This is an optimization exercise on Yosys and OpenROAD, whose aim is small area, a short achievable clock period and few clock cycles per item, not a production implementation. The RTL was checked by simulation tests, not by an equivalence proof against the original design. Power and IR drop assume default switching activity.

==> flow/design.v <==
package core_pkg;
  localparam int XLEN     = 32;
  localparam int NUM_REGS = 32;
  typedef logic [XLEN-1:0] word_t;
  typedef logic [31:0]     instr_t;
  typedef logic [4:0]      reg_addr_t;
  localparam logic [6:0] OPC_OP     = 7'b0110011;   
  localparam logic [6:0] OPC_OP_IMM = 7'b0010011;   
  localparam logic [6:0] OPC_LUI    = 7'b0110111;
  typedef struct packed {
    logic sum;     
    logic land;    
    logic lor;     
    logic lxor;    
    logic slt;     
    logic passb;   
  } ops_t;
endpackage
`timescale 1ns/100ps
`default_nettype none
module fetch_queue (
  input  logic             clock,
  input  logic             rst_n,
  input  logic             in_valid,
  input  core_pkg::instr_t in_instr,
  input  logic             issue,       
  output logic             out_valid,
  output core_pkg::instr_t out_instr,
  output logic [31:1]      out_sel1,    
  output logic [31:1]      out_sel2,    
  output logic             in_credit
);
  core_pkg::instr_t q0, q1;
  logic             v0, v1;
  logic             take;   
  core_pkg::instr_t nxt;    
  logic [31:1]      sel1, sel2;
  assign out_valid = v0;
  assign out_instr = q0;
  assign out_sel1  = sel1;
  assign out_sel2  = sel2;
  assign nxt       = v1 ? q1 : in_instr;
  assign in_credit = v0 && issue;
  assign take      = !v0 || issue;
  always_ff @(posedge clock)
  begin
    if (!rst_n)
    begin
      v0 <= 1'b0;
      v1 <= 1'b0;
    end
    else if (take)
    begin
      v0 <= v1 || in_valid;
      v1 <= v1 && in_valid;
    end
    else if (in_valid)
      v1 <= 1'b1;   
  end
  always_ff @(posedge clock)
  begin
    if (take)
    begin
      q0 <= nxt;
      for (int i = 1; i < 32; i++)
      begin
        sel1[i] <= nxt[19:15] == 5'(i);
        sel2[i] <= nxt[24:20] == 5'(i) && nxt[6:0] == core_pkg::OPC_OP;
      end
    end
    if (in_valid)
      q1 <= in_instr;
  end
endmodule
`default_nettype wire
`timescale 1ns/100ps
`default_nettype none
module decode_unit (
  input  core_pkg::instr_t    instr,
  output core_pkg::ops_t      ops,
  output logic                sub,     
  output core_pkg::reg_addr_t rd,      
  output core_pkg::reg_addr_t rs1,
  output core_pkg::reg_addr_t rs2,
  output logic                use_rs2,
  output core_pkg::word_t     imm      
);
  logic [6:0] opcode;
  logic [6:0] funct7;
  logic [2:0] funct3;
  logic       is_op;
  logic       is_imm;
  logic       is_lui;
  logic       f7_zero;
  logic       f7_sub;
  logic       wr;
  core_pkg::ops_t o;
  assign opcode  = instr[6:0];
  assign funct3  = instr[14:12];
  assign funct7  = instr[31:25];
  assign rs1     = instr[19:15];
  assign rs2     = instr[24:20];
  assign is_op   = (opcode == core_pkg::OPC_OP);
  assign is_imm  = (opcode == core_pkg::OPC_OP_IMM);
  assign is_lui  = (opcode == core_pkg::OPC_LUI);
  assign f7_zero = (funct7 == 7'b0000000);
  assign f7_sub  = (funct7 == 7'b0100000);
  always_comb
  begin
    o = '0;
    if (is_op)
    begin
      o.sum  = (funct3 == 3'b000) && (f7_zero || f7_sub);
      o.land = (funct3 == 3'b111) && f7_zero;
      o.lor  = (funct3 == 3'b110) && f7_zero;
      o.lxor = (funct3 == 3'b100) && f7_zero;
      o.slt  = (funct3 == 3'b010) && f7_zero;
    end
    else if (is_imm)
    begin
      o.sum  = (funct3 == 3'b000);
      o.land = (funct3 == 3'b111);
      o.lor  = (funct3 == 3'b110);
      o.lxor = (funct3 == 3'b100);
    end
    else if (is_lui)
      o.passb = 1'b1;
  end
  assign wr      = (|o) && (instr[11:7] != 5'd0);
  assign ops     = wr ? o : '0;
  assign rd      = wr ? instr[11:7] : 5'd0;
  assign sub     = is_op && (funct7[5] || funct3 == 3'b010);
  assign use_rs2 = is_op;
  assign imm     = is_lui ? {instr[31:12], 12'h000} : {{20{instr[31]}}, instr[31:20]};
endmodule
`default_nettype wire
`timescale 1ns/100ps
`default_nettype none
module execution_unit (
  input  core_pkg::ops_t  ops,
  input  logic            cin,      
  input  logic            inv,      
  input  core_pkg::word_t a,
  input  core_pkg::word_t b,
  output core_pkg::word_t res1,     
  output core_pkg::word_t res0,     
  output core_pkg::word_t sel
);
  core_pkg::word_t g;
  core_pkg::word_t t;
  core_pkg::word_t p;
  core_pkg::word_t pi;   
  core_pkg::word_t rest;
  core_pkg::word_t gk [6];
  core_pkg::word_t tk [6];
  core_pkg::word_t c;    
  logic            ta31;  
  logic            tb31;
  logic            lt1;
  logic            lt0;
  assign g  = a & b;
  assign t  = a | b;
  assign p  = a ^ b;
  assign pi = p ^ {32{inv}};
  assign gk[0] = {g[31:1], g[0] | (t[0] & cin)};
  assign tk[0] = t;
  for (genvar k = 0; k < 5; k++)
  begin : g_lvl
    for (genvar i = 0; i < 32; i++)
    begin : g_bit
      if (i >= (1 << k))
      begin : g_comb
        assign gk[k+1][i] = gk[k][i] | (tk[k][i] & gk[k][i-(1<<k)]);
        assign tk[k+1][i] = tk[k][i] & tk[k][i-(1<<k)];
      end
      else
      begin : g_pass
        assign gk[k+1][i] = gk[k][i];
        assign tk[k+1][i] = tk[k][i];
      end
    end
  end
  assign c = {gk[5][30:0], cin};
  assign rest = ({32{ops.land}}  & g)
              | ({32{ops.lor}}   & t)
              | ({32{ops.lxor}}  & p)
              | ({32{ops.passb}} & b);
  assign ta31 = a[31] ^ inv;
  assign tb31 = b[31] ^ cin;
  assign lt1  = (ta31 != tb31) ? ta31 : !pi[31];
  assign lt0  = (ta31 != tb31) ? ta31 : pi[31];
  assign res1[31:1] = ({31{ops.sum}} & ~pi[31:1]) | rest[31:1];
  assign res0[31:1] = ({31{ops.sum}} &  pi[31:1]) | rest[31:1];
  assign res1[0]    = (ops.sum & (pi[0] ^ cin)) | rest[0] | (ops.slt & lt1);
  assign res0[0]    = (ops.sum & (pi[0] ^ cin)) | rest[0] | (ops.slt & lt0);
  assign sel        = {c[31:1], c[31]};
endmodule
`default_nettype wire
`timescale 1ns/100ps
`default_nettype none
module writeback_unit (
  input  logic                clock,
  input  logic                rst_n,
  input  logic [31:1]         wr_en,     
  input  core_pkg::word_t     wr_data,
  input  logic [31:1]         rd_sel1,   
  input  logic [31:1]         rd_sel2,
  output core_pkg::word_t     rd_data1,
  output core_pkg::word_t     rd_data2
);
  core_pkg::word_t regs [1:31];
  core_pkg::word_t wdata;
  logic [31:1]     we;
  assign wdata = wr_data & {32{rst_n}};
  always_comb
  begin
    for (int i = 1; i < 32; i++)
      we[i] = !rst_n || wr_en[i];
  end
  always_ff @(posedge clock)
  begin
    for (int i = 1; i < 32; i++)
      if (we[i])
        regs[i] <= wdata;
  end
  always_comb
  begin
    rd_data1 = '0;
    rd_data2 = '0;
    for (int i = 1; i < 32; i++)
    begin
      rd_data1 = rd_data1 | (regs[i] & {32{rd_sel1[i]}});
      rd_data2 = rd_data2 | (regs[i] & {32{rd_sel2[i]}});
    end
  end
endmodule
`default_nettype wire
`timescale 1ns/100ps
`default_nettype none
module five_stage_core (
  input  logic              clock,
  input  logic              rst_n,
  input  logic              in_valid,
  input  core_pkg::instr_t  in_instr,
  output logic              in_credit,
  input  logic              commit_credit,
  output logic              commit_valid,
  output logic [36:0]       commit
);
  logic                issue;      
  logic                issue_c;    
  logic                issue_nc;   
  logic                fq_valid;
  core_pkg::instr_t    fq_instr;
  logic [31:1]         fq_sel1;
  logic [31:1]         fq_sel2;
  logic [31:1]         rd_sel1;    
  logic [31:1]         rd_sel2;
  logic                res_fwd1;   
  logic                res_fwd2;
  core_pkg::ops_t      id_ops;
  logic                id_sub;
  core_pkg::reg_addr_t id_rd;
  core_pkg::reg_addr_t id_rs1;
  core_pkg::reg_addr_t id_rs2;
  logic                id_use_rs2;
  core_pkg::word_t     id_imm;
  core_pkg::word_t     rf1;
  core_pkg::word_t     rf2;
  core_pkg::word_t     id_a;
  core_pkg::word_t     id_b;
  logic                ex_valid;
  core_pkg::ops_t      ex_ops;
  core_pkg::reg_addr_t ex_rd;
  core_pkg::word_t     ex_a;
  core_pkg::word_t     ex_b;
  logic                fwd_ex_a;   
  logic                fwd_ex_b;
  core_pkg::word_t     alu_res;
  core_pkg::word_t     alu_res1;   
  core_pkg::word_t     alu_res0;   
  core_pkg::word_t     alu_sel;    
  core_pkg::word_t     oth_a;
  core_pkg::word_t     oth_b;
  core_pkg::word_t     id_a1;
  core_pkg::word_t     id_a0;
  core_pkg::word_t     id_b1;
  core_pkg::word_t     id_b0;
  logic [31:1]         res_we;
  logic                id_ainv;
  logic                id_binv;
  logic                id_zero;
  logic                ex_ainv;    
  logic                ex_binv;     
  logic                res_valid;
  core_pkg::reg_addr_t res_rd;
  core_pkg::word_t     res_data;
  logic [1:0]          credits;
  fetch_queue fq0 (
    .clock     (clock),
    .rst_n     (rst_n),
    .in_valid  (in_valid),
    .in_instr  (in_instr),
    .issue     (issue),
    .out_valid (fq_valid),
    .out_instr (fq_instr),
    .out_sel1  (fq_sel1),
    .out_sel2  (fq_sel2),
    .in_credit (in_credit)
  );
  decode_unit id0 (
    .instr   (fq_instr),
    .ops     (id_ops),
    .sub     (id_sub),
    .rd      (id_rd),
    .rs1     (id_rs1),
    .rs2     (id_rs2),
    .use_rs2 (id_use_rs2),
    .imm     (id_imm)
  );
  writeback_unit rf0 (
    .clock    (clock),
    .rst_n    (rst_n),
    .wr_en    (res_we),
    .wr_data  (res_data),
    .rd_sel1  (rd_sel1),
    .rd_sel2  (rd_sel2),
    .rd_data1 (rf1),
    .rd_data2 (rf2)
  );
  assign fwd_ex_a = ex_rd != 5'd0 && ex_rd == id_rs1;
  assign fwd_ex_b = id_use_rs2 && ex_rd != 5'd0 && ex_rd == id_rs2;
  assign rd_sel1  = fq_sel1;
  assign rd_sel2  = fq_sel2;
  assign res_fwd1 = |(fq_sel1 & res_we);
  assign res_fwd2 = |(fq_sel2 & res_we);
  assign oth_a = res_fwd1 ? res_data : rf1;
  assign oth_b = res_fwd2 ? res_data : (rf2 | (id_imm & {32{!id_use_rs2}}));
  execution_unit ex0 (
    .ops  (ex_ops),
    .cin  (ex_binv),
    .inv  (ex_ainv),
    .a    (ex_a),
    .b    (ex_b),
    .res1 (alu_res1),
    .res0 (alu_res0),
    .sel  (alu_sel)
  );
  assign id_ainv = id_sub && fwd_ex_b && !fwd_ex_a;
  assign id_binv = id_sub && !id_ainv;
  assign id_zero = id_sub && fwd_ex_a && fwd_ex_b;
  assign id_a1   = fwd_ex_a ? alu_res1 : ({32{id_ainv}} ^ oth_a);
  assign id_a0   = fwd_ex_a ? alu_res0 : ({32{id_ainv}} ^ oth_a);
  assign id_b1   = fwd_ex_b ? alu_res1 : ({32{id_binv}} ^ oth_b);
  assign id_b0   = fwd_ex_b ? alu_res0 : ({32{id_binv}} ^ oth_b);
  assign id_a    = (alu_sel & id_a1) | (~alu_sel & id_a0);
  assign id_b    = (alu_sel & id_b1) | (~alu_sel & id_b0);
  assign alu_res = (alu_sel & alu_res1) | (~alu_sel & alu_res0);
  assign issue_nc     = (res_valid && ex_valid) ? (credits == 2'd3)
                      : (res_valid || ex_valid) ? credits[1]
                      : (credits != 2'd0);
  assign issue_c      = (res_valid && ex_valid) ? credits[1]
                      : (res_valid || ex_valid) ? (credits != 2'd0)
                      : 1'b1;
  assign issue        = commit_credit ? issue_c : issue_nc;
  assign commit_valid = res_valid;
  assign commit       = {res_rd, res_data};
  always_ff @(posedge clock)
  begin
    if (!rst_n)
    begin
      ex_valid  <= 1'b0;
      ex_rd     <= 5'd0;
      res_valid <= 1'b0;
      res_we    <= '0;
      credits   <= 2'd0;
    end
    else
    begin
      credits   <= credits + 2'(commit_credit) - 2'(commit_valid);
      ex_valid  <= fq_valid && issue;
      ex_rd     <= (fq_valid && issue) ? id_rd : 5'd0;
      res_valid <= ex_valid;
      for (int i = 1; i < 32; i++)
        res_we[i] <= ex_rd == 5'(i);
    end
  end
  always_ff @(posedge clock)
  begin
    ex_ops   <= id_zero ? '0 : id_ops;
    ex_ainv  <= id_ainv;
    ex_binv  <= id_binv;
    ex_a     <= id_a;
    ex_b     <= id_b;
    res_rd   <= ex_rd;
    res_data <= alu_res;
  end
endmodule
`default_nettype wire
export LEC_CHECK = 0
export CAP_MARGIN = 20
export CORE_MARGIN = 2
export CORE_UTILIZATION = 40
export CTS_CLUSTER_DIAMETER = 80
export CTS_CLUSTER_SIZE = 20
export SETUP_SLACK_MARGIN = 2.0
export SLEW_MARGIN = 20
export TNS_END_PERCENT = 5
create_clock -name core_clock -period 5.0 [get_ports {clock}]
run.sh (not shown) runs the stock make flow with config.mk's settings and CLKGATE_MAP_FILE= SYNTH_SCRIPT=/design/flow/synth_recipe.tcl, a recipe that flattens the netlist after the stock synthesis.
Testbench counts at the start, summed over its fixed seeds: cycles 12,024, instrs 12,000.
Change:
--- a/flow/design.v
+++ b/flow/design.v
@@ -327,18 +327,18 @@
     .rd_sel2  (rd_sel2),
     .rd_data1 (rf1),
     .rd_data2 (rf2)
   );
   assign fwd_ex_a = ex_rd != 5'd0 && ex_rd == id_rs1;
   assign fwd_ex_b = id_use_rs2 && ex_rd != 5'd0 && ex_rd == id_rs2;
-  assign rd_sel1  = fq_sel1;
-  assign rd_sel2  = fq_sel2;
+  assign rd_sel1  = fq_sel1 & ~res_we;
+  assign rd_sel2  = fq_sel2 & ~res_we;
   assign res_fwd1 = |(fq_sel1 & res_we);
   assign res_fwd2 = |(fq_sel2 & res_we);
-  assign oth_a = res_fwd1 ? res_data : rf1;
-  assign oth_b = res_fwd2 ? res_data : (rf2 | (id_imm & {32{!id_use_rs2}}));
+  assign oth_a = rf1 | (res_data & {32{res_fwd1}});
+  assign oth_b = rf2 | (res_data & {32{res_fwd2}}) | (id_imm & {32{!id_use_rs2}});
   execution_unit ex0 (
     .ops  (ex_ops),
     .cin  (ex_binv),
     .inv  (ex_ainv),
     .a    (ex_a),
     .b    (ex_b),
Total power went down by about 1.2%. Clock power went down by 4.4%. Via count went down by 1.1%. Routed wire length went up by about 3%. Critical path depth went down by 1. Die area went up by 1.0%. Non-clock buffer count went down by 55. Worst setup slack got worse by 3.5 ps. Final area went up by about 0.5%. Worst hold slack improved by 41 ps. First-iteration DRC count went up by about 0.6%. Synthesized cell count went down by about 0.64%. Combinational power is about the same.
Testbench counts after the change, summed over its fixed seeds: cycles 12,024, instrs 12,000.

-- static timing again, ports no longer ideal --
The flow's constraints put no driver on any port. The routed layouts listed below were extracted and timed again, unchanged, in two steps.
Step 1 (the two cells are an assumption about what drives the block):
set clk [get_ports {clock}]
set_driving_cell -lib_cell sky130_fd_sc_hd__clkbuf_16 $clk
set_driving_cell -lib_cell sky130_fd_sc_hd__buf_2 [delete_from_list [all_inputs] $clk]
Step 2 also shifts input and output timing later by t, the mid clock arrival at the registers, as if the neighbouring blocks saw the same clock.
Slacks: no drivers / after step 1 / after step 2; pairs: no drivers / after step 1.
run	t (ns)	setup WS [ns]	clock arrival spread, ns	worst register clock-pin slew, ns
the first run	0.776	1.690 / 1.690 / 1.321	0.051 / 0.051	0.09 / 0.09
the second run	0.778	1.687 / 1.687 / 1.312	0.044 / 0.044	0.10 / 0.10
After both steps every run listed still meets setup and hold. The setup slack of the second run, which loses most, moves by 0.000 ns with the drivers and by -0.375 ns with both steps.
